Source: an optimization exercise on an open RTL-to-GDS flow (aim: small area, a short achievable clock period and few clock cycles per item). Production flows keep margins and buffers that such runs may drop. The RTL was checked by simulation tests, not by an equivalence proof against the original design.

File: flow/flow/make.args
SETUP_SLACK_MARGIN=18
File: flow/flow/run.sh
#!/bin/bash
# Own layout flow: the standard flow (standard.sh), with two changes to how
# the layout is made:
#  * the final ABC mapping in synthesis uses an area-oriented script instead of
#    ORFS's (which maps this XOR-heavy design to nearly twice the area); every
#    step before it, and so every register and its name, is the standard one;
#  * the port buffers that global placement inserts are buf_1 cells.
# Each tool's output is written to a log of its own in the work folder.
set -euo pipefail
W=$PWD
ABC_SCRIPT=$(cat "$W/flow/abc.script")

cat > "$W/own_synth.tcl" <<EOT
proc abc {args} {
  set i [lsearch -exact \$args -script]
  if {\$i >= 0} { lset args [expr {\$i + 1}] {$ABC_SCRIPT} }
  yosys abc {*}\$args
}
source $W/synth_recipe.tcl
EOT

EXTRA=()
if [[ -f "$W/flow/make.args" ]]; then
  while IFS= read -r line; do
    [[ -n "$line" ]] && EXTRA+=("$line")
  done < "$W/flow/make.args"
fi

bash "$W/standard.sh" "SYNTH_SCRIPT=$W/own_synth.tcl" \
  "BUFFER_PORTS_ARGS=-buffer_cell sky130_fd_sc_hd__buf_1" \
  "${EXTRA[@]}" finish > "$W/flow_make.log" 2>&1
File: flow/flow/abc.script
+strash;&get,-n;&dch,-f;&nf,-R,1000;&put;
File: flow/config.mk
export PLATFORM = sky130hd
export DESIGN_NAME = aes_cipher_core
export DESIGN_NICKNAME = aes_cipher_core
export VERILOG_FILES = /design/flow/design.v
export SDC_FILE = /design/flow/constraint.sdc
export NUM_CORES = 4
export LEC_CHECK = 0
export CAP_MARGIN = 20
export CORE_AREA = 2 2 246.26 246.8
export DIE_AREA = 0 0 248.26 248.8
export SLEW_MARGIN = 20
File: flow/standard.sh
#!/bin/bash
# synth_recipe.tcl (not shown) runs the flow's synth.tcl, then flattens the netlist and writes it again
# the make line also repeats each setting of config.mk as NAME=value (left out here)
make -C /OpenROAD-flow-scripts/flow DESIGN_CONFIG=/design/flow/config.mk WORK_HOME=/design/flow/orfs CLKGATE_MAP_FILE= SYNTH_SCRIPT=/design/flow/synth_recipe.tcl "${@:-finish}"
File: flow/constraint.sdc
create_clock -name core_clock -period 24.0 [get_ports {clk}]
set_input_delay 4.8000 -clock core_clock [delete_from_list [all_inputs] [get_ports {clk}]]
set_output_delay 4.8000 -clock core_clock [all_outputs]
set_load 0.01 [all_outputs]
File: flow/design.v
module aes_sbox
(
    input  logic [7:0] in_byte,
    output logic [7:0] out_byte
);
    logic U0, U1, U2, U3, U4, U5, U6, U7;
    logic T1, T2, T3, T4, T5, T6, T7, T8, T9, T10, T11, T12, T13, T14;
    logic T15, T16, T17, T18, T19, T20, T21, T22, T23, T24, T25, T26, T27;
    logic M1, M2, M3, M4, M5, M6, M7, M8, M9, M10, M11, M12, M13, M14, M15, M16;
    logic M17, M18, M19, M20, M21, M22, M23, M24, M25, M26, M27, M28, M29, M30;
    logic M31, M32, M33, M34, M35, M36, M37, M38, M39, M40, M41, M42, M43, M44, M45;
    logic M46, M47, M48, M49, M50, M51, M52, M53, M54, M55, M56, M57, M58, M59;
    logic M60, M61, M62, M63;
    logic L0, L1, L2, L3, L4, L5, L6, L7, L8, L9, L10, L11, L12, L13, L14, L15;
    logic L16, L17, L18, L19, L20, L21, L22, L23, L24, L25, L26, L27, L28, L29;
    assign {U0, U1, U2, U3, U4, U5, U6, U7} = in_byte;
    assign T1  = U0 ^ U3;
    assign T2  = U0 ^ U5;
    assign T3  = U0 ^ U6;
    assign T4  = U3 ^ U5;
    assign T5  = U4 ^ U6;
    assign T6  = T1 ^ T5;
    assign T7  = U1 ^ U2;
    assign T8  = U7 ^ T6;
    assign T9  = U7 ^ T7;
    assign T10 = T6 ^ T7;
    assign T11 = U1 ^ U5;
    assign T12 = U2 ^ U5;
    assign T13 = T3 ^ T4;
    assign T14 = T6 ^ T11;
    assign T15 = T5 ^ T11;
    assign T16 = T5 ^ T12;
    assign T17 = T9 ^ T16;
    assign T18 = U3 ^ U7;
    assign T19 = T7 ^ T18;
    assign T20 = T1 ^ T19;
    assign T21 = U6 ^ U7;
    assign T22 = T7 ^ T21;
    assign T23 = T2 ^ T22;
    assign T24 = T2 ^ T10;
    assign T25 = T20 ^ T17;
    assign T26 = T3 ^ T16;
    assign T27 = T1 ^ T12;
    assign M1  = T13 & T6;
    assign M2  = T23 & T8;
    assign M3  = T14 ^ M1;
    assign M4  = T19 & U7;
    assign M5  = M4 ^ M1;
    assign M6  = T3 & T16;
    assign M7  = T22 & T9;
    assign M8  = T26 ^ M6;
    assign M9  = T20 & T17;
    assign M10 = M9 ^ M6;
    assign M11 = T1 & T15;
    assign M12 = T4 & T27;
    assign M13 = M12 ^ M11;
    assign M14 = T2 & T10;
    assign M15 = M14 ^ M11;
    assign M16 = M3 ^ M2;
    assign M17 = M5 ^ T24;
    assign M18 = M8 ^ M7;
    assign M19 = M10 ^ M15;
    assign M20 = M16 ^ M13;
    assign M21 = M17 ^ M15;
    assign M22 = M18 ^ M13;
    assign M23 = M19 ^ T25;
    assign M24 = M22 ^ M23;
    assign M25 = M22 & M20;
    assign M26 = M21 ^ M25;
    assign M27 = M20 ^ M21;
    assign M28 = M23 ^ M25;
    assign M29 = M28 & M27;
    assign M30 = M26 & M24;
    assign M31 = M20 & M23;
    assign M32 = M27 & M31;
    assign M33 = M27 ^ M25;
    assign M34 = M21 & M22;
    assign M35 = M24 & M34;
    assign M36 = M24 ^ M25;
    assign M37 = M21 ^ M29;
    assign M38 = M32 ^ M33;
    assign M39 = M23 ^ M30;
    assign M40 = M35 ^ M36;
    assign M41 = M38 ^ M40;
    assign M42 = M37 ^ M39;
    assign M43 = M37 ^ M38;
    assign M44 = M39 ^ M40;
    assign M45 = M42 ^ M41;
    assign M46 = M44 & T6;
    assign M47 = M40 & T8;
    assign M48 = M39 & U7;
    assign M49 = M43 & T16;
    assign M50 = M38 & T9;
    assign M51 = M37 & T17;
    assign M52 = M42 & T15;
    assign M53 = M45 & T27;
    assign M54 = M41 & T10;
    assign M55 = M44 & T13;
    assign M56 = M40 & T23;
    assign M57 = M39 & T19;
    assign M58 = M43 & T3;
    assign M59 = M38 & T22;
    assign M60 = M37 & T20;
    assign M61 = M42 & T1;
    assign M62 = M45 & T4;
    assign M63 = M41 & T2;
    assign L0  = M61 ^ M62;
    assign L1  = M50 ^ M56;
    assign L2  = M46 ^ M48;
    assign L3  = M47 ^ M55;
    assign L4  = M54 ^ M58;
    assign L5  = M49 ^ M61;
    assign L6  = M62 ^ L5;
    assign L7  = M46 ^ L3;
    assign L8  = M51 ^ M59;
    assign L9  = M52 ^ M53;
    assign L10 = M53 ^ L4;
    assign L11 = M60 ^ L2;
    assign L12 = M48 ^ M51;
    assign L13 = M50 ^ L0;
    assign L14 = M52 ^ M61;
    assign L15 = M55 ^ L1;
    assign L16 = M56 ^ L0;
    assign L17 = M57 ^ L1;
    assign L18 = M58 ^ L8;
    assign L19 = M63 ^ L4;
    assign L20 = L0 ^ L1;
    assign L21 = L1 ^ L7;
    assign L22 = L3 ^ L12;
    assign L23 = L18 ^ L2;
    assign L24 = L15 ^ L9;
    assign L25 = L6 ^ L10;
    assign L26 = L7 ^ L9;
    assign L27 = L8 ^ L10;
    assign L28 = L11 ^ L14;
    assign L29 = L11 ^ L17;
    assign out_byte[7] = L6 ^ L24;
    assign out_byte[6] = ~(L16 ^ L26);
    assign out_byte[5] = ~(L19 ^ L28);
    assign out_byte[4] = L6 ^ L21;
    assign out_byte[3] = L20 ^ L22;
    assign out_byte[2] = L25 ^ L29;
    assign out_byte[1] = ~(L13 ^ L27);
    assign out_byte[0] = ~(L6 ^ L23);
endmodule
module aes_mix_columns
(
    input  logic [127:0] in_block,
    input  logic         enable,
    output logic [127:0] delta
);
    function automatic logic [7:0] gf_xtime(input logic [7:0] a);
        gf_xtime = {a[6:0], 1'b0} ^ (a[7] ? 8'h1b : 8'h00);
    endfunction
    always_comb
    begin
        for (int c = 0; c < 4; c++)
        begin
            logic [7:0] a0, a1, a2, a3;
            logic [7:0] s01, s12, s23, s30, t;
            a0  = in_block[127 - 32*c      -: 8];
            a1  = in_block[127 - 32*c - 8  -: 8];
            a2  = in_block[127 - 32*c - 16 -: 8];
            a3  = in_block[127 - 32*c - 24 -: 8];
            s01 = a0 ^ a1;
            s12 = a1 ^ a2;
            s23 = a2 ^ a3;
            s30 = a3 ^ a0;
            t   = s01 ^ s23;
            delta[127 - 32*c      -: 8] = (t ^ gf_xtime(s01)) & {8{enable}};
            delta[127 - 32*c - 8  -: 8] = (t ^ gf_xtime(s12)) & {8{enable}};
            delta[127 - 32*c - 16 -: 8] = (t ^ gf_xtime(s23)) & {8{enable}};
            delta[127 - 32*c - 24 -: 8] = (t ^ gf_xtime(s30)) & {8{enable}};
        end
    end
endmodule
module aes_round_datapath
(
    input  logic         clk,
    input  logic         op_load,
    input  logic         op_mix,
    input  logic [127:0] plain_text,
    input  logic [127:0] round_key,
    output logic [127:0] state
);
    logic [127:0] sub_block;
    logic [127:0] shifted;
    logic [127:0] delta;
    for (genvar i = 0; i < 16; i++)
    begin : g_sbox
        aes_sbox sbox_i (
            .in_byte  (state[127 - 8*i -: 8]),
            .out_byte (sub_block[127 - 8*i -: 8])
        );
    end
    always_comb
    begin
        for (int c = 0; c < 4; c++)
        begin
            for (int r = 0; r < 4; r++)
            begin
                shifted[127 - 8*(4*c + r) -: 8] = sub_block[127 - 8*(4*((c + r) % 4) + r) -: 8];
            end
        end
    end
    aes_mix_columns mix_columns_i (
        .in_block  (shifted),
        .enable    (op_mix),
        .delta     (delta)
    );
    always_ff @(posedge clk)
    begin
        state <= (op_load ? plain_text : shifted) ^ delta ^ round_key;
    end
endmodule
module aes_round_ctrl
(
    input  logic       clk,
    input  logic       reset_n,
    input  logic       start,
    output logic       op_load,
    output logic       op_mix,
    output logic [3:0] round_num,
    output logic       valid
);
    logic [3:0] count;
    logic       done;
    always_ff @(posedge clk or negedge reset_n)
    begin
        if (!reset_n)
        begin
            count <= 4'd0;
            done  <= 1'b0;
        end
        else
        begin
            done <= (count == 4'd10);
            if (count == 4'd0)
            begin
                count <= (start && !done) ? 4'd1 : 4'd0;
            end
            else if (count == 4'd10)
            begin
                count <= 4'd0;
            end
            else
            begin
                count <= count + 4'd1;
            end
        end
    end
    assign op_load   = (count == 4'd0);
    assign op_mix    = (count != 4'd0) && (count != 4'd10);
    assign round_num = count;
    assign valid     = done;
endmodule
module aes_cipher_core
(
    input  logic         clk,
    input  logic         reset_n,
    input  logic         start,
    input  logic [127:0] plain_text,
    input  logic [127:0] round_key,
    output logic [3:0]   round_num,
    output logic         valid,
    output logic [127:0] cipher_text
);
    logic op_load;
    logic op_mix;
    aes_round_ctrl round_ctrl_i (
        .clk       (clk),
        .reset_n   (reset_n),
        .start     (start),
        .op_load   (op_load),
        .op_mix    (op_mix),
        .round_num (round_num),
        .valid     (valid)
    );
    aes_round_datapath round_datapath_i (
        .clk        (clk),
        .op_load    (op_load),
        .op_mix     (op_mix),
        .plain_text (plain_text),
        .round_key  (round_key),
        .state      (cipher_text)
    );
endmodule
==> key figures, run 1 <==
Critical path
  • Max stage delay on crit path: 530 ps
  • WP data required: 19,200 ps
  • Crit path buf inv count: 1
  • CP Capture Type: primary output
  • CP Max Fanout: 4
  • Crit-path cells: buf_1
  • Critical Path Start Type: flop
  • Top delay family on crit path: flip-flops
  • CP arrival: 1230 ps
  • CP max stage cell: dfxtp_1
  • Crit Path Category: reg2out

Yosys
  • Yosys cell types: 30
  • Ys Warns: 3
  • Cell Area, Synth: 23,970 sq um
  • #FFs+latches synth: 133
  • Synth Instances: 3,033
  • Syn_area_per_cell: 7.902 sq um
  • Sequential share of the synthesized area: 11.21%
  • Post-Syn Nets: 3,327

Routing
  • DR iter-0 viols: 1,071
  • Vias post-DR: 20,740
  • Final WL: 77.23 mm
  • DR WL/cell: 18.04 um
  • Drt via density: 4.844
  • Remaining DRCs: 0
  • Routed Antenna Nets: 0
  • Drt pass-1 iters: 5

CTS
  • Clock latency on the worst-skew pair: 510 ps
  • Worst-path clk slew: 60 ps
  • Hold Buf Count CTS: 0
  • H-tree levels: 4
  • CTS Root Cell: clkbuf_16
  • CTS tree: built
  • Longest Clk Path Bufs: 2
  • CTS Sinks: 133
  • TritonCTS buffer count: 17

Floorplanning
  • IO Pins: 392
  • Die span in y: 248.8 um
  • Initial Util: 40.61%
  • Rows: 89
  • Die width: 248.3 um
  • Die Area: 61,770 sq um
  • Core area: 59,020 sq um

Timing
  • Post-layout min period: 6027 ps
  • RSZ-0062 raised after global routing: yes
  • Fin Hold WS: 562.0 ps
  • Final hold vios: 0
  • Setup TNS: 0 ps
  • Slew Limit Fails: 0
  • Clock Skew: 11.16 ps
  • Achievable Freq: 165.9 MHz
  • Period utilization: 25.11%
  • Max-slew headroom: 31.11%
  • Worst-Margin Slew: 1033 ps
  • Final setup viols: 0

Min path
  • Hold Crit Class: reg2reg

Placement
  • Routability cong.: 0.9407
  • IO buf count: 391
  • DP Wirelength: 62.99 mm
  • Post-Place Cells: 4,202

Job
  • Max_cap viols: 0

Global routing
  • First-pass GRT wire length: 113.6 mm
  • Grt total ovfl: 0
  • Total Routing Usage GR: 23.99%
  • Initial antenna violation count: 3
  • Vias in the first global route: 20,360
  • Largest net degree at the start of global routing: 90

Status
  • Status: finished clean

Final layout
  • Area Growth Syn to Fin: 26.53%
  • Commonest non-fill, non-tap cell in the layout: xnor2_1
  • Layout cells sized above 1: 15.18%
  • Non-filler instance count after layout: 4,282
  • Final nets: 3,786
  • Most frequent cells in the layout: xnor2_1, xor2_1, nor2_1, buf_1, nand2_1
-- flip-flops by register name, summed over array words and instances (netlist names) --
name and count:
round_ctrl_i.done 1, round_datapath_i.state 128, round_ctrl_i.count 4
-- synth_stat cells --
master	number	area, sq um
o22ai_1	4	25.02
o21a_1	2	15.01
ha_1	35	437.9
o31ai_1	1	7.510
nand2_1	270	1013
and2_0	12	75.07
a31oi_1	2	12.51
o21ai_0	50	250.2
xor2_1	531	4651
dfrtp_1	5	125.1
nor3_1	2	10.01
a22oi_1	6	45.04
xnor3_1	1	22.52
nor2b_1	34	212.7
nor2_1	369	1385
a211oi_1	58	435.4
or2_0	6	37.54
o211ai_1	2	15.01
o41ai_1	3	26.28
nand2b_1	56	350.3
o22a_1	6	52.55
a21oi_1	94	470.5
xnor2_1	1250	10950
clkinv_1	40	150.1
dfxtp_1	128	2562
mux2i_1	57	570.6
nand3_1	3	15.01
a21o_1	4	30.03
a21boi_0	1	7.510
a22o_1	1	8.760
-- area by class of cell --
type | instances | area, sq um
antenna | 4 | 10.01
clock buffer | 21 | 491.7
clock inverter | 11 | 143.9
fill | 5726 | 28690
inverter | 40 | 155.1
multi-input combinational | 2860 | 23830
sequential | 133 | 2830
tap | 773 | 967.2
timing repair buffer | 440 | 1896
-- worst paths after layout --
path	depth (start not counted)	endpoint	slack [ps]	start
min	3	round_ctrl_i.count[0]	560	round_ctrl_i.done
min reg2reg	3	round_ctrl_i.count[0]	560	round_ctrl_i.done
max in group asynchronous	1	round_ctrl_i.count[2]	19630	reset_n
max	1	cipher_text[84]	17970	round_datapath_i.state[84]
max reg2reg	22	round_datapath_i.state[80]	18220	round_datapath_i.state[94]
min in group asynchronous	1	round_ctrl_i.count[0]	4140	reset_n
-- per-layer routing --
layer | global-route usage (%) | part of all wire, % | vias up
li1 | - | - | 10420
met1 | 31.04 | 44 | 9705
met2 | 39.60 | 47 | 513
met3 | 3.911 | 5.0 | 102
met4 | 9.218 | 3.4 | 2
met5 | 0 | 0.017 | -
-- cell families (layout without fill, tap and decap cells) --
kind of cell | after synthesis | after routing | synth area share (%)
buf+inv | 40 | 512 | 0.6264
mux | 57 | 57 | 2.380
other cells | 0 | 4 | 0
fa+ha+maj | 35 | 35 | 1.827
compound gates | 234 | 234 | 5.847
simple gates | 752 | 752 | 12.93
xor+xnor | 1782 | 1782 | 65.18
flops | 133 | 133 | 11.21
-- metrics by stage --
step	worst slack, ps	instance area (sq um)	util (%)
after floorplan	15750	24000	-
after global routing	17920	30320	51.38
after detailed placement	17360	26490	44.88
after global placement	17380	26490	44.88
after CTS	17980	28290	47.94
final	17970	30330	51.38
-- what timing repair did --
action                                  CTS  global route
endpoints found under the setup margin  213           128
setup buffers                             0            44
cloned                                    0             0
gates resized for setup                 273           223
pin swaps                                 0            36
Testbench counts, summed over its fixed seeds: cycles 2,304, blocks 192.
==> inputs of run 2 (changes only) <==
==> flow/flow/make.args (replaced) <==
SETUP_SLACK_MARGIN=17.5
==> run 2 against run 1 <==
Compared with the run above: register-to-register slack lost 400 ps; sequential share of layout area up 0.19 points; clock skew shrank 2.0 ps; via count fell by 0.85%; global-route usage fell by 0.34 points; hold slack better by 0.61 ps; die area is the same; final cell count is 1.1% lower.
==> key figures, run 2 <==
Final layout
  • Top flop regs: round_datapath_i.state x128, round_ctrl_i.count x4, round_ctrl_i.done x1
  • Commonest non-fill, non-tap cell in the layout: xnor2_1
  • Final nets: 3,742 (-1.2%)
  • Biggest register: round_datapath_i.state
  • Most frequent cells in the layout: xnor2_1, xor2_1, buf_1, nor2_1, nand2_1
  • Layout cells sized above 1: 5.403% (-9.8 points)
  • Design area: 28,230 sq um (-6.9%)
  • Core Util, Final: 47.83% (-3.6 points)
  • Area Growth Syn to Fin: 17.78%
  • Max reg flops: 128 (unchanged)

Yosys
  • EDFF count, synth: 0 (unchanged)
  • Syn_area_per_cell: 7.902 sq um (unchanged)
  • Sequential share of the synthesized area: 11.21% (unchanged)
  • Leading area contributor after synthesis: xnor2_1
  • Ys Warns: 3 (unchanged)
  • Top-count cell post-synth: xnor2_1
  • Post-Syn Nets: 3,327 (unchanged)
  • Cell Area, Synth: 23,970 sq um (unchanged)
  • Ys async rst share: 3.759% (unchanged)
  • Synth Instances: 3,033 (unchanged)
  • #FFs+latches synth: 133 (unchanged)
  • Top cells by count, synth: xnor2_1, xor2_1, nor2_1
  • Post-synth top area share: 45.68% (unchanged)
  • Main synth FF type: dfxtp_1
  • Largest cells by area after synthesis: xnor2_1, xor2_1, dfxtp_1
  • Yosys cell types: 30 (unchanged)

Routing
  • Vias post-DR: 20,570 (-0.85%)
  • Drt via density: 4.854 (+0.20%)
  • Remaining DRCs: 0 (unchanged)
  • Routed Antenna Nets: 0 (unchanged)
  • DR iter-0 viols: 1,201 (+12%)
  • Drt pass-1 iters: 5 (unchanged)
  • Final WL: 75.24 mm (-2.6%)
  • DR WL/cell: 17.76 um (-1.5%)

Critical path
  • Top delay family on crit path: flip-flops
  • CP arrival: 1410 ps (+180 ps)
  • Max stage delay on crit path: 590 ps (+60 ps)
  • Critical Path Start Type: flop
  • CP Max Fanout: 5 (+1)
  • CP max stage cell: dfxtp_1
  • CP Capture Type: primary output
  • Crit path buf inv count: 1 (unchanged)
  • WP data required: 19,200 ps (about the same)
  • Crit-path cells: buf_1
  • Crit Path Category: reg2out

Floorplanning
  • IO Pins: 392 (unchanged)
  • Die Area: 61,770 sq um (unchanged)
  • Initial Util: 40.61% (unchanged)
  • Rows: 89 (unchanged)
  • Core area: 59,020 sq um (unchanged)
  • Die span in y: 248.8 um (unchanged)
  • Die width: 248.3 um (unchanged)

Job
  • Max_cap viols: 0 (unchanged)

Timing
  • Max-slew headroom: 31.21% (+0.10 points)
  • Slew Limit Fails: 0 (unchanged)
  • RSZ-0062 raised after global routing: yes
  • Setup TNS: 0 ps (unchanged)
  • Achievable Freq: 161.0 MHz (-3.0%)
  • Final hold vios: 0 (unchanged)
  • Post-layout min period: 6212 ps (+185.1 ps)
  • Worst-Margin Slew: 1032 ps (-1.531 ps)
  • Period utilization: 25.88% (+0.77 points)
  • Clock Skew: 9.149 ps (-2.010 ps)
  • Final setup viols: 0 (unchanged)

Global routing
  • First-pass GRT wire length: 112.1 mm (-1.3%)
  • Total Routing Usage GR: 23.66% (-0.34 points)
  • Largest net degree at the start of global routing: 90 (unchanged)
  • Vias in the first global route: 20,040 (-1.6%)
  • Grt total ovfl: 0 (unchanged)
  • Initial antenna violation count: 2 (-1)

CTS
  • Longest Clk Path Bufs: 2 (unchanged)
  • H-tree levels: 4 (unchanged)
  • Clock latency on the worst-skew pair: 500 ps (about the same)
  • CTS Sinks: 133 (unchanged)
  • TritonCTS buffer count: 17 (unchanged)
  • Postcts setup bufs: 0 (unchanged)
  • Worst-path clk slew: 70 ps (about the same)
  • CTS Root Cell: clkbuf_16
  • CTS tree: built

Placement
  • Routability cong.: 0.9407 (unchanged)
  • DP Wirelength: 62.99 mm (unchanged)
  • Dpl cell area: 26,490 sq um (unchanged)
  • IO buf count: 391 (unchanged)

Status
  • Status: finished clean

Min path
  • Hold Crit Class: reg2reg
-- run 2: path summary, 6_finish.rpt --
path,slack [ps],cells past startpoint,start,end
max,17790,1,round_datapath_i.state[42],cipher_text[42]
min,560,3,round_ctrl_i.done,round_ctrl_i.count[0]
max reg2reg,17820,21,round_datapath_i.state[79],round_datapath_i.state[6]
min reg2reg,560,3,round_ctrl_i.done,round_ctrl_i.count[0]
max in group asynchronous,19630,1,reset_n,round_ctrl_i.count[0]
min in group asynchronous,4140,1,reset_n,round_ctrl_i.count[1]
-- run 2: per-stage QoR --
stage	setup WS [ps]	hold slack, ps	instances
after floorplan	15750	564.4	3033
after global placement	17380	560.8	4202
after detailed placement	17360	564.8	4202
after CTS	17470	574.1	4234
after global routing	17420	609.4	4235
final	17790	562.6	4237
-- run 2: repair_timing --
action	in CTS	in global routing
gates cloned	0	0
hold buffers	0	0
endpoints found under the setup margin	32	121
gates resized for setup	17	131
-- run 2: routing by layer --
layer | routed length [um] | part of all wire [%] | vias to the layer above | GRT usage [%]
met5 | 0 | 0 | - | 0
met4 | 2044 | 2.7 | 0 | 7.211
met3 | 4045 | 5.4 | 92 | 4.029
met2 | 35260 | 47 | 526 | 39.41
met1 | 33890 | 45 | 9562 | 30.89
li1 | - | - | 10390 | -
-- run 2: final cells by class --
cell class / count / area, sq um
fill: 5967 / 30790
multi-input combinational: 2860 / 22270
sequential: 133 / 2689
timing repair buffer: 396 / 1505
tap: 773 / 967.2
clock buffer: 21 / 491.7
inverter: 40 / 155.1
clock inverter: 11 / 143.9
antenna: 3 / 7.507
-- run 2: kinds of logic after synthesis --
logic type      after synthesis  synth area share [%]
flops                       133                 11.21
buf+inv                      40                0.6264
simple gates                752                 12.93
mux                          57                 2.380
fa+ha+maj                    35                 1.827
compound gates              234                 5.847
xor+xnor                   1782                 65.18
==> inputs of run 3 (changes only) <==
==> flow/flow/make.args (replaced) <==
SETUP_SLACK_MARGIN=18.5
==> run 3 against run 2 <==
Compared with the run above: wire length rose by 19%; synthesized cell count did not move; final cell count rose by 10%; clock-buffer cell count did not move; global-route usage rose by 1.6 points; register-to-register slack improved by 350 ps; fmax rose by 5.7%.
==> key figures, run 3 <==
Routing
  • Remaining DRCs: 0 (unchanged)
  • Routed Antenna Nets: 0 (unchanged)
  • DR iter-0 viols: 1,357 (+13%)
  • Drt via density: 4.979 (+2.6%)
  • Final WL: 89.78 mm (+19%)
  • DR WL/cell: 19.26 um (+8.5%)
  • Drt pass-1 iters: 5 (unchanged)
  • Vias post-DR: 23,210 (+13%)

Yosys
  • Post-Syn Nets: 3,327 (unchanged)
  • #FFs+latches synth: 133 (unchanged)
  • Sequential share of the synthesized area: 11.21% (unchanged)
  • Cell Area, Synth: 23,970 sq um (unchanged)
  • Largest cells by area after synthesis: xnor2_1, xor2_1, dfxtp_1
  • EDFF count, synth: 0 (unchanged)
  • Post-synth top area share: 45.68% (unchanged)
  • Main synth FF type: dfxtp_1
  • Synth Instances: 3,033 (unchanged)
  • Top-count cell post-synth: xnor2_1
  • Ys Warns: 3 (unchanged)
  • Yosys cell types: 30 (unchanged)
  • Leading area contributor after synthesis: xnor2_1
  • Syn_area_per_cell: 7.902 sq um (unchanged)
  • Ys async rst share: 3.759% (unchanged)
  • Top cells by count, synth: xnor2_1, xor2_1, nor2_1

Final layout
  • Layout cells sized above 1: 34.85% (+29 points)
  • Area Growth Syn to Fin: 58.22%
  • Core Util, Final: 64.25% (+16 points)
  • Commonest non-fill, non-tap cell in the layout: xnor2_1
  • Max reg flops: 128 (unchanged)
  • Biggest register: round_datapath_i.state
  • Top flop regs: round_datapath_i.state x128, round_ctrl_i.count x4, round_ctrl_i.done x1
  • Most frequent cells in the layout: xnor2_1, buf_4, nor2_1, xor2_1, xnor2_2
  • Final nets: 4,166 (+11%)

Timing
  • Worst-Margin Slew: 1076 ps (+44.02 ps)
  • Final hold vios: 0 (unchanged)
  • Max-slew headroom: 28.28% (-2.9 points)
  • Slew Limit Fails: 0 (unchanged)
  • Clock Skew: 11.02 ps (+1.868 ps)
  • Post-layout min period: 5877 ps (-335.0 ps)
  • RSZ-0062 raised after global routing: yes
  • Period utilization: 24.49% (-1.4 points)
  • Setup ws final: 18,120 ps (+335.0 ps)
  • Setup TNS: 0 ps (unchanged)
  • Final setup viols: 0 (unchanged)
  • Fin Hold WS: 558.1 ps (-4.469 ps)
  • Achievable Freq: 170.1 MHz (+5.7%)

Floorplanning
  • Core area: 59,020 sq um (unchanged)
  • Die width: 248.3 um (unchanged)
  • Die span in y: 248.8 um (unchanged)
  • IO Pins: 392 (unchanged)
  • Die Area: 61,770 sq um (unchanged)
  • Initial Util: 40.61% (unchanged)
  • Rows: 89 (unchanged)

Min path
  • Hold Crit Class: reg2reg

CTS
  • Worst-path clk slew: 70 ps (about the same)
  • Longest Clk Path Bufs: 2 (unchanged)
  • CTS Sinks: 133 (unchanged)
  • CTS Root Cell: clkbuf_16
  • H-tree levels: 4 (unchanged)
  • Hold Buf Count CTS: 0 (unchanged)
  • CTS tree: built
  • Clock latency on the worst-skew pair: 520 ps (+20 ps)
  • TritonCTS buffer count: 17 (unchanged)

Global routing
  • Grt total ovfl: 0 (unchanged)
  • Total Routing Usage GR: 25.22% (+1.6 points)
  • Vias in the first global route: 21,520 (+7.4%)
  • Initial antenna violation count: 2 (unchanged)
  • First-pass GRT wire length: 119.5 mm (+6.6%)
  • Largest net degree at the start of global routing: 90 (unchanged)

Job
  • Max_cap viols: 0 (unchanged)

Critical path
  • Flop-to-flop setup slack: 18,170 ps (+350 ps)
  • CP Max Fanout: 6 (+1)
  • Max stage delay on crit path: 420 ps (-170 ps)
  • Critical Path Start Type: flop
  • Crit Path Category: reg2out
  • CP arrival: 1080 ps (-330 ps)
  • Crit-path cells: buf_6
  • Crit path buf inv count: 1 (unchanged)
  • CP max stage cell: dfxtp_4
  • WP data required: 19,200 ps (about the same)
  • Top delay family on crit path: flip-flops
  • CP Capture Type: primary output

Status
  • Status: finished clean

Placement
  • DP Wirelength: 62.99 mm (unchanged)
  • Post-place setup slack: 17,360 ps (unchanged)
  • Routability cong.: 0.9407 (unchanged)
  • IO buf count: 391 (unchanged)
## run 3: cell counts after synthesis
Identical to the previous run, type by type.
## run 3: area by class of cell
cell class,instances,area (sq um)
multi-input combinational,2860,27100
fill,4564,21100
timing repair buffer,820,5908
sequential,133,3152
tap,773,967.2
clock buffer,21,491.7
inverter,40,155.1
clock inverter,11,143.9
antenna,3,7.507
## run 3: timing repair
item / 4_1_cts / 5_1_grt
pin swaps: 6 / 219
gates resized for setup: 764 / 577
buffers inserted: 145 / 279
endpoints found under the setup margin: 261 / 261
## run 3: layer usage
layer  GRT usage, %  routed length, um  share of wire (%)
met1          31.71              36500                 41
met4          10.36               3989                4.4
met5              0                  0                  0
met2          42.25              44400                 49
met3          4.374               4883                5.4
## run 3: final timing paths
| kind | startpoint | end | depth (start not counted) |
|---|---|---|---|
| worst max-delay path | round_datapath_i.state[41] | cipher_text[41] | 1 |
| max in group asynchronous | reset_n | round_ctrl_i.count[1] | 1 |
| worst max register to register | round_datapath_i.state[33] | round_datapath_i.state[1] | 23 |
| worst min register to register | round_ctrl_i.done | round_ctrl_i.count[0] | 3 |
| worst min-delay path | round_ctrl_i.done | round_ctrl_i.count[0] | 3 |
| min in group asynchronous | reset_n | round_ctrl_i.done | 1 |
## run 3: tightest hold or removal path, delay by kind of cell (launching register included)
kind,cells,cell delay [ps]
and+or+nand+nor,2,110
AOI/OAI and AO/OA,1,70
DFF,1,340
## run 3: cell families (layout without fill, tap and decap cells)
logic type	Yosys count	in the layout	synth area share (%)
fa+ha+maj	35	35	1.827
flops	133	133	11.21
xor+xnor	1782	1782	65.18
other cells	0	3	0
mux	57	57	2.380
buf+inv	40	892	0.6264
simple gates	752	752	12.93
compound gates	234	234	5.847
## run 3: metrics by stage
stage | std cells | cell area, sq um
after floorplan | 3033 | 24000
after global placement | 4202 | 26490
after detailed placement | 4202 | 26490
after CTS | 4379 | 31320
after global routing | 4660 | 37920
final | 4661 | 37920
==> inputs of run 4 (changes only) <==
==> flow/flow/make.args (replaced) <==
SETUP_SLACK_MARGIN=17
==> run 4 against run 3 <==
Compared with the run above: clock-buffer cell count is the same; worst setup slack lost 760 ps; non-clock buffer count shrank 424; clock skew shrank 2.8 ps; cell area shrank 28%; wire length shrank 17%; first-iteration DRC count shrank 12%; utilization shrank 18 points; fmax shrank 11%; hold slack gained 4.4 ps; critical path type is now reg2reg; largest cell class unchanged.
==> key figures, run 4 <==
Status
  • Status: finished clean

Final layout
  • Most frequent cells in the layout: xnor2_1, xor2_1, buf_1, nor2_1, nand2_1
  • Biggest register: round_datapath_i.state
  • Register area: 2689 sq um (-15%)
  • Max reg flops: 128 (unchanged)
  • Commonest non-fill, non-tap cell in the layout: xnor2_1
  • Layout cells sized above 1: 2.051% (-33 points)
  • Top flop regs: round_datapath_i.state x128, round_ctrl_i.count x4, round_ctrl_i.done x1
  • Area Growth Syn to Fin: 14.04%
  • Final nets: 3,742 (-10%)
  • Fill cells: 6,049 (+33%)
  • Design area: 27,330 sq um (-28%)
  • Area of the multi-input gates: 21,380 sq um (-21%)
  • Non-filler instance count after layout: 4,236 (-9.1%)

Timing
  • Final hold vios: 0 (unchanged)
  • Clock Skew: 8.209 ps (-2.808 ps)
  • Period utilization: 27.67% (+3.2 points)
  • Worst-Margin Slew: 1037 ps (-38.71 ps)
  • Slew Limit Fails: 0 (unchanged)
  • Fin Hold WS: 562.5 ps (+4.404 ps)
  • Setup TNS: 0 ps (unchanged)
  • Post-layout min period: 6641 ps (+763.6 ps)
  • Final setup viols: 0 (unchanged)
  • RSZ-0062 raised after global routing: yes
  • Achievable Freq: 150.6 MHz (-11%)
  • Max-slew headroom: 30.86% (+2.6 points)

Global routing
  • Largest net degree at the start of global routing: 90 (unchanged)
  • Total Routing Usage GR: 23.62% (-1.6 points)
  • First-pass GRT wire length: 112.0 mm (-6.3%)
  • Vias in the first global route: 20,000 (-7.1%)
  • Initial antenna violation count: 2 (unchanged)
  • Grt total ovfl: 0 (unchanged)

Yosys
  • #FFs+latches synth: 133 (unchanged)
  • Post-Syn Nets: 3,327 (unchanged)
  • Top cells by count, synth: xnor2_1, xor2_1, nor2_1
  • Yosys cell types: 30 (unchanged)
  • Cell Area, Synth: 23,970 sq um (unchanged)
  • EDFF count, synth: 0 (unchanged)
  • Leading area contributor after synthesis: xnor2_1
  • Ys Warns: 3 (unchanged)
  • Syn_area_per_cell: 7.902 sq um (unchanged)
  • Ys async rst share: 3.759% (unchanged)
  • Main synth FF type: dfxtp_1
  • Synth Instances: 3,033 (unchanged)
  • Post-synth top area share: 45.68% (unchanged)
  • Largest cells by area after synthesis: xnor2_1, xor2_1, dfxtp_1
  • Sequential share of the synthesized area: 11.21% (unchanged)
  • Top-count cell post-synth: xnor2_1

Critical path
  • Crit Path Category: reg2reg
  • Critical Path Start Type: flop
  • CP Capture Type: flop
  • CP arrival: 7000 ps (+5920 ps)
  • WP data required: 24,360 ps (+5160 ps)
  • CP Max Fanout: 6 (unchanged)

Floorplanning
  • Core area: 59,020 sq um (unchanged)
  • Die span in y: 248.8 um (unchanged)
  • IO Pins: 392 (unchanged)
  • Initial Util: 40.61% (unchanged)
  • Die Area: 61,770 sq um (unchanged)
  • Rows: 89 (unchanged)
  • Die width: 248.3 um (unchanged)

Placement
  • IO buf count: 391 (unchanged)
  • Post-Place Cells: 4,202 (unchanged)
  • DP Wirelength: 62.99 mm (unchanged)
  • Routability cong.: 0.9407 (unchanged)
  • Dpl cell area: 26,490 sq um (unchanged)

CTS
  • Clock latency on the worst-skew pair: 500 ps (-20 ps)
  • H-tree levels: 4 (unchanged)
  • Longest Clk Path Bufs: 2 (unchanged)
  • CTS tree: built
  • CTS Root Cell: clkbuf_16
  • CTS Sinks: 133 (unchanged)
  • Worst-path clk slew: 70 ps (about the same)
  • TritonCTS buffer count: 17 (unchanged)

Routing
  • Routed Antenna Nets: 0 (unchanged)
  • Drt pass-1 iters: 5 (unchanged)
  • Drt via density: 4.826 (-3.1%)
  • DR WL/cell: 17.58 um (-8.7%)
  • Final WL: 74.47 mm (-17%)
  • Vias post-DR: 20,440 (-12%)
  • Remaining DRCs: 0 (unchanged)
  • DR iter-0 viols: 1,196 (-12%)

Min path
  • Hold Crit Class: reg2reg

Job
  • Max_cap viols: 0 (unchanged)
run 4: cell counts after synthesis:
Identical to the previous run, type by type.
run 4: path summary, 6_finish.rpt:
| kind | end | start | slack (ps) | depth (start not counted) |
|---|---|---|---|---|
| min in group asynchronous | round_ctrl_i.count[1] | reset_n | 4150 | 1 |
| max | round_datapath_i.state[71] | round_datapath_i.state[94] | 17360 | 21 |
| max in group asynchronous | round_ctrl_i.count[0] | reset_n | 19630 | 1 |
| min | round_ctrl_i.count[0] | round_ctrl_i.done | 560 | 3 |
| max reg2reg | round_datapath_i.state[71] | round_datapath_i.state[94] | 17360 | 21 |
| min reg2reg | round_ctrl_i.count[0] | round_ctrl_i.done | 560 | 3 |
run 4: timing repair:
action	CTS	global route
hold endpoints to repair	0	0
hold buffers	0	0
setup buffers	0	0
resized for setup	0	28
setup endpoints to repair	0	50
run 4: area by class of cell:
cell class                      instances  area share (%)
Antenna cell                            2         0.01831
Clock buffer                           21           1.799
Clock inverter                         11          0.5264
Inverter                               40          0.5676
Multi-Input combinational cell       2860           78.21
Sequential cell                       133           9.837
Tap cell                              773           3.538
Timing Repair Buffer                  396           5.507
run 4: per-layer routing:
layer	GRT usage, %	wire (um)	vias up
li1	-	-	10390
met3	4.019	4063	81
met4	7.211	1827	0
met5	0	0	-
met1	30.88	33720	9462
met2	39.29	34860	507
run 4: through the flow:
stage | utilization [%] | setup WS [ps]
3_3_place_gp | 44.88 | 17380
2_1_floorplan | - | 15750
5_1_grt | 46.31 | 16910
4_1_cts | 45.96 | 17320
3_5_place_dp | 44.88 | 17360
6_report | 46.31 | 17360
run 4: kinds of logic after synthesis:
logic type	synth area share [%]
adder cells (fa/ha/maj)	1.827
buffers and inverters	0.6264
AND/OR/NAND/NOR	12.93
XOR/XNOR	65.18
flip-flops	11.21
multiplexers	2.380
AO/OA/AOI/OAI	5.847
run 4: critical path, cell delays in order (launching register included):
cell and delay, ps:
dfxtp_1 470, xor2_1 180, xnor2_1 630, xnor2_1 220, ha_1 350, xnor2_1 140, xnor2_1 150, xnor2_1 270
nor2b_1 300, nor2_1 90, xnor2_1 320, xor2_1 300, xor2_1 210, nor2_1 70, xnor2_1 460, xnor2_1 280
xnor2_1 250, xnor2_1 660, xor2_1 500, nor2_1 100, a211oi_1 270, xnor2_1 260
==> inputs of run 5 (changes only) <==
==> flow/flow/abc.script (replaced) <==
+strash;dc2;&get,-n;&dch,-f;&nf,-R,1000;&put;
==> flow/flow/make.args (replaced) <==
SETUP_SLACK_MARGIN=17.75
==> run 5 against run 4 <==
Compared with the run above: die area did not move; clock-buffer cell count fell by 3; sequential share of layout area fell by 0.52 points; largest cell class unchanged.
==> key figures, run 5 <==
Critical path
  • Crit Path Category: reg2out
  • Crit-path cells: buf_1
  • Max stage delay on crit path: 680 ps (+20 ps)
  • CP max stage cell: dfxtp_1
  • Crit path buf inv count: 1 (+1)
  • CP Capture Type: primary output
  • WP data required: 19,200 ps (-5160 ps)
  • CP arrival: 1400 ps (-5600 ps)
  • Top delay family on crit path: flip-flops
  • Critical Path Start Type: flop
  • CP Max Fanout: 5 (-1)

Yosys
  • EDFF count, synth: 0 (unchanged)
  • Ys Warns: 3 (unchanged)
  • Post-synth top area share: 43.21% (-2.5 points)
  • Largest cells by area after synthesis: xnor2_1, xor2_1, dfxtp_1
  • Synth Instances: 3,094 (+2.0%)
  • Yosys cell types: 37 (+23%)
  • Ys async rst share: 3.759% (unchanged)
  • #FFs+latches synth: 133 (unchanged)
  • Cell Area, Synth: 24,080 sq um (+0.47%)
  • Main synth FF type: dfxtp_1
  • Top cells by count, synth: xnor2_1, xor2_1, nor2_1
  • Top-count cell post-synth: xnor2_1
  • Sequential share of the synthesized area: 11.16% (-0.052 points)
  • Syn_area_per_cell: 7.783 sq um (-1.5%)
  • Leading area contributor after synthesis: xnor2_1
  • Post-Syn Nets: 3,388 (+1.8%)

CTS
  • CTS Sinks: 133 (unchanged)
  • Longest Clk Path Bufs: 2 (unchanged)
  • Clock latency on the worst-skew pair: 490 ps (about the same)
  • H-tree levels: 4 (unchanged)
  • CTS tree: built
  • CTS Root Cell: clkbuf_16
  • Worst-path clk slew: 70 ps (about the same)
  • TritonCTS buffer count: 17 (unchanged)

Timing
  • Period utilization: 25.82% (-1.9 points)
  • Achievable Freq: 161.4 MHz (+7.2%)
  • Setup ws final: 17,800 ps (+444.1 ps)
  • Setup TNS: 0 ps (unchanged)
  • Clock Skew: 14.00 ps (+5.791 ps)
  • Worst-Margin Slew: 994.7 ps (-42.44 ps)
  • Max-slew headroom: 33.69% (+2.8 points)
  • Final setup viols: 0 (unchanged)
  • Post-layout min period: 6197 ps (-444.1 ps)
  • Slew Limit Fails: 0 (unchanged)
  • RSZ-0062 raised after global routing: yes
  • Final hold vios: 0 (unchanged)

Final layout
  • Fill cells: 5,890 (-2.6%)
  • Register area: 2699 sq um (+0.37%)
  • Layout cells sized above 1: 7.712% (+5.7 points)
  • Most frequent cells in the layout: xnor2_1, xor2_1, nor2_1, buf_1, nand2_1
  • Final nets: 3,822 (+2.1%)
  • Non-filler instance count after layout: 4,314 (+1.8%)
  • Biggest register: round_datapath_i.state
  • Area of the multi-input gates: 22,900 sq um (+7.1%)
  • Top flop regs: round_datapath_i.state x128, round_ctrl_i.count x4, round_ctrl_i.done x1
  • Max reg flops: 128 (unchanged)
  • Area Growth Syn to Fin: 20.32%
  • Core Util, Final: 49.09% (+2.8 points)
  • Commonest non-fill, non-tap cell in the layout: xnor2_1

Placement
  • Routability cong.: 0.9758 (+3.7%)
  • Post-Place Cells: 4,262 (+1.4%)
  • Post-place setup slack: 17,340 ps (-19.20 ps)
  • IO buf count: 391 (unchanged)
  • DP Wirelength: 65.26 mm (+3.6%)

Status
  • Status: finished clean

Job
  • Max_cap viols: 0 (unchanged)

Global routing
  • Grt total ovfl: 0 (unchanged)
  • Vias in the first global route: 20,380 (+1.9%)
  • Initial antenna violation count: 1 (-1)
  • First-pass GRT wire length: 115.5 mm (+3.1%)
  • Total Routing Usage GR: 24.38% (+0.76 points)
  • Largest net degree at the start of global routing: 111 (+23%)

Routing
  • Met2 wire length: 36.34 mm (+4.3%)
  • Final WL: 78.28 mm (+5.1%)
  • Met3 WL: 4.164 mm (+2.5%)
  • DR iter-0 viols: 1,214 (+1.5%)
  • Remaining DRCs: 0 (unchanged)
  • Drt via density: 4.909 (+1.7%)
  • Routed Antenna Nets: 0 (unchanged)
  • Met1 wire length: 35.64 mm (+5.7%)
  • Vias post-DR: 21,180 (+3.6%)
  • Highest Signal Layer: met4
  • Drt pass-1 iters: 5 (unchanged)
  • DR WL/cell: 18.14 um (+3.2%)

Floorplanning
  • IO Pins: 392 (unchanged)
  • Rows: 89 (unchanged)
  • Die span in y: 248.8 um (unchanged)
  • Core area: 59,020 sq um (unchanged)
  • Die width: 248.3 um (unchanged)
  • Die Area: 61,770 sq um (unchanged)
  • Initial Util: 40.80% (+0.19 points)

Min path
  • Hold Crit Class: reg2reg
-- run 5: cell types whose count changed in the layout (fill, tap and decap cells not counted), sizes merged, moves of 12 or more --
| cell | before | now |
|---|---|---|
| and2 | 12 | 27 |
| buf | 396 | 415 |
| nand2 | 270 | 236 |
| nand3 | 3 | 15 |
| nor2 | 369 | 424 |
| o21ai | 50 | 79 |
| xnor2 | 1250 | 1188 |
-- run 5: layer usage --
layer,up-vias,track usage [%]
met2,562,39.83
met4,0,7.942
li1,10680,-
met1,9837,32.40
met5,-,0
met3,94,3.986
-- run 5: final timing paths --
kind	start	to	slack [ps]	depth (start not counted)
max	round_datapath_i.state[72]	cipher_text[72]	17800	1
min	round_ctrl_i.done	round_ctrl_i.count[0]	450	1
max reg2reg	round_datapath_i.state[58]	round_datapath_i.state[36]	18020	23
min reg2reg	round_ctrl_i.done	round_ctrl_i.count[0]	450	1
max in group asynchronous	reset_n	round_ctrl_i.count[0]	19630	1
min in group asynchronous	reset_n	round_ctrl_i.count[3]	4160	1
-- run 5: logic make-up after synthesis --
family,count (synthesis),share of synthesized area [%]
buffers and inverters,43,0.6702
xor gates and xnor gates,1727,62.81
muxes,54,2.250
and+or+nand+nor,823,14.40
adders and majority gates,35,1.819
AOI/OAI and AO/OA,279,6.885
DFF,133,11.16
-- run 5: what timing repair did --
| action | 4_1_cts | 5_1_grt |
|---|---|---|
| setup buffers | 0 | 20 |
| pin swaps | 0 | 20 |
| gates resized for setup | 51 | 174 |
| hold buffers | 0 | 0 |
| gates cloned | 0 | 0 |
| endpoints found under the setup margin | 88 | 128 |
-- run 5: through the flow --
step	hold WS, ps	area [sq um]
after global placement	437.6	26570
after floorplan	493.1	24090
after global routing	493.7	28970
after CTS	456.3	27540
after detailed placement	455.0	26570
final	450.3	28970
-- run 5: area by class of cell --
cell class              count  share of cell area, %
multi-input cells        2918                  79.03
inverters                  43                 0.5571
flip-flops and latches    133                  9.315
clock buffers              18                  1.516
well taps                 773                  3.338
repair buffers            415                  5.688
clock inverters            13                 0.5485
diodes                      1               0.008637
==> inputs of run 6 (changes only) <==
==> flow/flow/make.args (replaced) <==
SETUP_SLACK_MARGIN=17.5
--- a/flow/config.mk
+++ b/flow/config.mk
@@ -8,4 +8,5 @@
 export CAP_MARGIN = 20
 export CORE_AREA = 2 2 246.26 246.8
+export CTS_BUF_LIST = sky130_fd_sc_hd__clkbuf_8
 export DIE_AREA = 0 0 248.26 248.8
 export SLEW_MARGIN = 20
==> run 6 against run 5 <==
Compared with the run above: via count fell by 1.5%; critical path depth did not move; critical endpoint is now cipher_text[108]; sequential share of layout area rose by 0.33 points; final cell count fell by 0.49%.
==> key figures, run 6 <==
Status
  • Status: finished clean

Placement
  • Routability cong.: 0.9758 (unchanged)
  • Post-Place Cells: 4,262 (unchanged)
  • IO buf count: 391 (unchanged)
  • DP Wirelength: 65.26 mm (unchanged)
  • Dpl cell area: 26,570 sq um (unchanged)

Yosys
  • Main synth FF type: dfxtp_1
  • Post-synth top area share: 43.21% (unchanged)
  • Synth Instances: 3,094 (unchanged)
  • Post-Syn Nets: 3,388 (unchanged)
  • Top cells by count, synth: xnor2_1, xor2_1, nor2_1
  • Ys Warns: 3 (unchanged)
  • Largest cells by area after synthesis: xnor2_1, xor2_1, dfxtp_1
  • EDFF count, synth: 0 (unchanged)
  • Leading area contributor after synthesis: xnor2_1
  • Syn_area_per_cell: 7.783 sq um (unchanged)
  • Yosys cell types: 37 (unchanged)
  • Cell Area, Synth: 24,080 sq um (unchanged)
  • Top-count cell post-synth: xnor2_1
  • #FFs+latches synth: 133 (unchanged)
  • Sequential share of the synthesized area: 11.16% (unchanged)
  • Ys async rst share: 3.759% (unchanged)

Final layout
  • Commonest non-fill, non-tap cell in the layout: xnor2_1
  • Fill cells: 6,014 (+2.1%)
  • Antenna cell count: 0 (-1)
  • Design area: 27,880 sq um (-3.8%)
  • Area Growth Syn to Fin: 15.79%
  • Top flop regs: round_datapath_i.state x128, round_ctrl_i.count x4, round_ctrl_i.done x1
  • Biggest register: round_datapath_i.state
  • Max reg flops: 128 (unchanged)
  • Most frequent cells in the layout: xnor2_1, xor2_1, nor2_1, buf_1, nand2_1
  • Layout cells sized above 1: 4.517% (-3.2 points)
  • Final nets: 3,802 (-0.52%)
  • Non-filler instance count after layout: 4,293 (-0.49%)

Job
  • Max_cap viols: 0 (unchanged)

Global routing
  • Total Routing Usage GR: 24.32% (-0.061 points)
  • Vias in the first global route: 20,280 (-0.47%)
  • Grt total ovfl: 0 (unchanged)
  • Initial antenna violation count: 1 (unchanged)
  • Largest net degree at the start of global routing: 111 (unchanged)
  • First-pass GRT wire length: 115.2 mm (-0.23%)

Routing
  • Final WL: 77.24 mm (-1.3%)
  • Routed Antenna Nets: 0 (unchanged)
  • DR iter-0 viols: 1,193 (-1.7%)
  • Drt via density: 4.858 (-1.0%)
  • Remaining DRCs: 0 (unchanged)
  • Drt pass-1 iters: 5 (unchanged)
  • Vias post-DR: 20,860 (-1.5%)
  • DR WL/cell: 17.99 um (-0.84%)

Critical path
  • WP data required: 19,200 ps (about the same)
  • Crit Path Category: reg2out
  • CP arrival: 1520 ps (+120 ps)
  • Critical Path Start Type: flop
  • CP max stage cell: dfxtp_1
  • Crit-path cells: buf_1
  • CP Max Fanout: 4 (-1)
  • Top delay family on crit path: flip-flops
  • Flop-to-flop setup slack: 17,840 ps (-180 ps)
  • CP Capture Type: primary output
  • Crit path buf inv count: 1 (unchanged)
  • Max stage delay on crit path: 590 ps (-90 ps)

Timing
  • Final hold vios: 0 (unchanged)
  • Final setup viols: 0 (unchanged)
  • Worst-Margin Slew: 943.1 ps (-51.62 ps)
  • Setup TNS: 0 ps (unchanged)
  • RSZ-0062 raised after global routing: no
  • Slew Limit Fails: 0 (unchanged)
  • Max-slew headroom: 37.13% (+3.4 points)
  • Post-layout min period: 6320 ps (+122.7 ps)
  • Fin Hold WS: 453.0 ps (+2.710 ps)
  • Period utilization: 26.33% (+0.51 points)
  • Achievable Freq: 158.2 MHz (-1.9%)
  • Clock Skew: 18.70 ps (+4.699 ps)

CTS
  • TritonCTS buffer count: 17 (unchanged)
  • Clock latency on the worst-skew pair: 570 ps (+80 ps)
  • CTS Root Cell: clkbuf_8
  • Hold Buf Count CTS: 0 (unchanged)
  • Worst-path clk slew: 90 ps (+20 ps)
  • Longest Clk Path Bufs: 2 (unchanged)
  • H-tree levels: 4 (unchanged)
  • CTS Sinks: 133 (unchanged)
  • CTS tree: built

Floorplanning
  • Die span in y: 248.8 um (unchanged)
  • Die width: 248.3 um (unchanged)
  • IO Pins: 392 (unchanged)
  • Die Area: 61,770 sq um (unchanged)
  • Core area: 59,020 sq um (unchanged)
  • Rows: 89 (unchanged)
  • Initial Util: 40.80% (unchanged)

Min path
  • Hold Crit Class: reg2reg
-- run 6: cell counts after synthesis --
Identical to the previous run, type by type.
-- run 6: worst paths after layout --
path / from / endpoint / depth (start not counted)
worst min register to register: round_ctrl_i.done / round_ctrl_i.count[0] / 1
min in group asynchronous: reset_n / round_ctrl_i.count[3] / 1
worst max register to register: round_datapath_i.state[60] / round_datapath_i.state[51] / 21
max in group asynchronous: reset_n / round_ctrl_i.count[0] / 1
worst max-delay path: round_datapath_i.state[108] / cipher_text[108] / 1
worst min-delay path: round_ctrl_i.done / round_ctrl_i.count[0] / 1
-- run 6: timing repair --
action | CTS | global route
endpoints found under the setup margin | 26 | 123
gates resized for setup | 16 | 107
setup buffers | 0 | 0
-- run 6: per-layer routing --
metal | vias up | wire length (um) | track usage (%)
met4 | 0 | 2122 | 7.058
met1 | 9590 | 35430 | 32.42
li1 | 10640 | - | -
met5 | - | 0 | 0
met2 | 533 | 35400 | 39.79
met3 | 92 | 4288 | 4.256
-- run 6: worst register-to-register path: cells and delay by family, from the launching register on --
| kind | cells | cell delay [ps] |
|---|---|---|
| mux | 1 | 310 |
| simple gates | 2 | 360 |
| compound gates | 2 | 480 |
| flops | 1 | 520 |
| fa+ha+maj | 1 | 200 |
| buf+inv | 1 | 120 |
| xor+xnor | 14 | 4070 |
-- run 6: cells by family (layout without fill, tap and decap cells) --
kind of cell | after synthesis | after routing | synth area share [%]
muxes | 54 | 54 | 2.250
and+or+nand+nor | 823 | 823 | 14.40
DFF | 133 | 133 | 11.16
AOI/OAI and AO/OA | 279 | 279 | 6.885
buffers and inverters | 43 | 469 | 0.6702
adders and majority gates | 35 | 35 | 1.819
xor gates and xnor gates | 1727 | 1727 | 62.81
-- run 6: cell type report --
| cell class | instances | area [sq um] | share of cell area [%] |
|---|---|---|---|
| flip-flops and latches | 133 | 2689 | 9.643 |
| multi-input cells | 2918 | 22160 | 79.48 |
| clock inverters | 13 | 158.9 | 0.5699 |
| clock buffers | 18 | 247.7 | 0.8885 |
| inverters | 43 | 161.4 | 0.5789 |
| well taps | 773 | 967.2 | 3.469 |
| repair buffers | 395 | 1498 | 5.371 |
-- run 6: per-stage QoR --
stage / setup slack (ps) / utilization (%)
floorplan: 18320 / -
global placement: 17310 / 45.03
detailed placement: 17340 / 45.03
CTS: 17450 / 45.92
global route: 17450 / 47.24
finish: 17680 / 47.24
==> inputs of run 7 (changes only) <==
--- a/flow/config.mk
+++ b/flow/config.mk
@@ -8,5 +8,5 @@
 export CAP_MARGIN = 20
 export CORE_AREA = 2 2 246.26 246.8
-export CTS_BUF_LIST = sky130_fd_sc_hd__clkbuf_8
 export DIE_AREA = 0 0 248.26 248.8
+export PLACE_DENSITY = 0.75
 export SLEW_MARGIN = 20
==> run 7 against run 6 <==
Compared with the run above: fmax rose by 1.0%; sequential cell count unchanged; utilization up 0.26 points.
==> key figures, run 7 <==
Global routing
  • Initial antenna violation count: 1 (unchanged)
  • Vias in the first global route: 20,950 (+3.3%)
  • Total Routing Usage GR: 24.39% (+0.068 points)
  • Largest net degree at the start of global routing: 89 (-20%)
  • Grt total ovfl: 0 (unchanged)
  • First-pass GRT wire length: 116.4 mm (+1.1%)

Timing
  • Max-slew headroom: 34.43% (-2.7 points)
  • Final hold vios: 0 (unchanged)
  • Fin Hold WS: 466.5 ps (+13.52 ps)
  • Period utilization: 26.06% (-0.27 points)
  • Clock Skew: 19.81 ps (+1.116 ps)
  • Setup TNS: 0 ps (unchanged)
  • Setup ws final: 17,750 ps (+65.60 ps)
  • Final setup viols: 0 (unchanged)
  • Slew Limit Fails: 0 (unchanged)
  • Post-layout min period: 6254 ps (-65.60 ps)
  • Worst-Margin Slew: 983.6 ps (+40.50 ps)
  • RSZ-0062 raised after global routing: yes
  • Achievable Freq: 159.9 MHz (+1.0%)

Yosys
  • Synth Instances: 3,094 (unchanged)
  • Ys async rst share: 3.759% (unchanged)
  • EDFF count, synth: 0 (unchanged)
  • Leading area contributor after synthesis: xnor2_1
  • Post-Syn Nets: 3,388 (unchanged)
  • Yosys cell types: 37 (unchanged)
  • Sequential share of the synthesized area: 11.16% (unchanged)
  • Top cells by count, synth: xnor2_1, xor2_1, nor2_1
  • Main synth FF type: dfxtp_1
  • #FFs+latches synth: 133 (unchanged)
  • Post-synth top area share: 43.21% (unchanged)
  • Ys Warns: 3 (unchanged)
  • Syn_area_per_cell: 7.783 sq um (unchanged)
  • Top-count cell post-synth: xnor2_1
  • Largest cells by area after synthesis: xnor2_1, xor2_1, dfxtp_1
  • Cell Area, Synth: 24,080 sq um (unchanged)

Job
  • Max_cap viols: 0 (unchanged)

Critical path
  • Max stage delay on crit path: 650 ps (+60 ps)
  • Crit Path Category: reg2out
  • Top delay family on crit path: flip-flops
  • Critical Path Start Type: flop
  • CP Max Fanout: 5 (+1)
  • Crit path buf inv count: 1 (unchanged)
  • CP max stage cell: dfxtp_1
  • CP Capture Type: primary output
  • WP data required: 19,200 ps (about the same)
  • Crit-path cells: buf_1
  • CP arrival: 1450 ps (-70 ps)

Floorplanning
  • Initial Util: 40.80% (unchanged)
  • Die width: 248.3 um (unchanged)
  • Rows: 89 (unchanged)
  • Die span in y: 248.8 um (unchanged)
  • IO Pins: 392 (unchanged)
  • Core area: 59,020 sq um (unchanged)
  • Die Area: 61,770 sq um (unchanged)

Final layout
  • Design area: 28,030 sq um (+0.54%)
  • Area Growth Syn to Fin: 16.42%
  • Antenna cell count: 0 (unchanged)
  • Fill cells: 5,786 (-3.8%)
  • Final nets: 3,805 (+0.079%)
  • Biggest register: round_datapath_i.state
  • Layout cells sized above 1: 4.342% (-0.18 points)
  • Most frequent cells in the layout: xnor2_1, xor2_1, nor2_1, buf_1, nand2_1
  • Commonest non-fill, non-tap cell in the layout: xnor2_1
  • Top flop regs: round_datapath_i.state x128, round_ctrl_i.count x4, round_ctrl_i.done x1
  • Max reg flops: 128 (unchanged)

CTS
  • Worst-path clk slew: 60 ps (-30 ps)
  • Longest Clk Path Bufs: 2 (unchanged)
  • Clock latency on the worst-skew pair: 500 ps (-70 ps)
  • CTS Sinks: 133 (unchanged)
  • CTS Root Cell: clkbuf_16
  • CTS tree: built
  • Hold Buf Count CTS: 0 (unchanged)
  • H-tree levels: 4 (unchanged)
  • TritonCTS buffer count: 17 (unchanged)

Placement
  • IO buf count: 391 (unchanged)
  • Post-place setup slack: 17,360 ps (+23.70 ps)
  • Dpl cell area: 26,570 sq um (unchanged)
  • Routability cong.: 0.9950 (+2.0%)
  • DP Wirelength: 64.51 mm (-1.1%)

Routing
  • Drt pass-1 iters: 5 (unchanged)
  • Remaining DRCs: 0 (unchanged)
  • DR iter-0 viols: 1,270 (+6.5%)
  • Final WL: 77.53 mm (+0.38%)
  • Vias post-DR: 21,390 (+2.6%)
  • Routed Antenna Nets: 0 (unchanged)
  • Drt via density: 4.979 (+2.5%)
  • DR WL/cell: 18.04 um (+0.28%)

Status
  • Status: finished clean

Min path
  • Hold Crit Class: reg2reg
## run 7: cell counts after synthesis
Identical to the previous run, type by type.
## run 7: area by class of cell
type | instances | area (sq um) | area share (%)
multi-input cells | 2918 | 22110 | 78.86
flip-flops and latches | 133 | 2688 | 9.587
repair buffers | 398 | 1520 | 5.423
well taps | 773 | 967.2 | 3.450
clock buffers | 19 | 432.9 | 1.544
inverters | 43 | 161.4 | 0.5757
clock inverters | 13 | 156.4 | 0.5579
## run 7: worst paths after layout
| kind | from | endpoint | slack, ps | depth (start not counted) |
|---|---|---|---|---|
| min | round_ctrl_i.done | round_ctrl_i.count[0] | 470 | 1 |
| max reg2reg | round_datapath_i.state[7] | round_datapath_i.state[122] | 17840 | 21 |
| max | round_datapath_i.state[111] | cipher_text[111] | 17750 | 1 |
| max in group asynchronous | reset_n | round_ctrl_i.count[3] | 19640 | 1 |
| min reg2reg | round_ctrl_i.done | round_ctrl_i.count[0] | 470 | 1 |
| min in group asynchronous | reset_n | round_ctrl_i.count[2] | 4150 | 1 |
## run 7: metal layers
layer | vias to the layer above | track usage (%) | wire, um
met2 | 737 | 40.01 | 35760
li1 | 10650 | - | -
met3 | 122 | 5.117 | 5792
met1 | 9885 | 31.37 | 33480
met5 | - | 0 | 0
met4 | 0 | 8.452 | 2494
## run 7: cell families (layout without fill, tap and decap cells)
logic type	Yosys count	in the layout	synth area share [%]
xor+xnor	1727	1727	62.81
simple gates	823	823	14.40
compound gates	279	279	6.885
flops	133	133	11.16
mux	54	54	2.250
buf+inv	43	473	0.6702
fa+ha+maj	35	35	1.819
## run 7: repair_timing
action / 4_1_cts / 5_1_grt
buffers inserted: 0 / 3
setup endpoints to repair: 16 / 122
pin swaps: 0 / 1
gates resized for setup: 12 / 102
## run 7: stage by stage
step / instances / utilization [%]
3_5_place_dp: 4262 / 45.03
3_3_place_gp: 4262 / 45.03
6_report: 4297 / 47.50
5_1_grt: 4297 / 47.50
2_1_floorplan: 3094 / -
4_1_cts: 4294 / 46.18

==> afterwards: timing with drivers on the ports <==
How much do the figures lean on ideal ports? The routed layouts below were timed once more, with nothing changed but the port constraints.
Step 1 sets driving cells, clkbuf_16 on the clock port and buf_2 on the other inputs (assumed; they add their load-dependent delay and slew).
Step 2 also shifts input and output timing later by t, the mid clock arrival at the registers, as if the neighbouring blocks saw the same clock.
Slacks: ideal ports / drivers / drivers and shift; pairs: ideal ports / drivers.
| run | shift t [ns] | setup WS [ns] | worst setup path at the end | latest minus earliest clock arrival (ns) |
|---|---|---|---|---|
| run 1 | 0.564 | 17.973 / 17.912 / 18.180 | input to register | 0.011 / 0.012 |
| run 2 | 0.560 | 17.788 / 17.726 / 17.816 | register to register | 0.009 / 0.009 |
| run 3 | 0.577 | 18.123 / 18.061 / 18.080 | input to register | 0.011 / 0.011 |
| run 4 | 0.557 | 17.359 / 17.359 / 17.359 | register to register | 0.008 / 0.008 |
| run 5 | 0.546 | 17.803 / 17.742 / 18.019 | register to register | 0.014 / 0.014 |
| run 6 | 0.611 | 17.680 / 17.626 / 17.838 | register to register | 0.021 / 0.020 |
| run 7 | 0.548 | 17.746 / 17.690 / 17.843 | register to register | 0.020 / 0.020 |
After both steps every run listed still meets setup and hold. The setup slack of run 3, which loses most, moves by -0.062 ns with the drivers and by -0.043 ns with both steps.
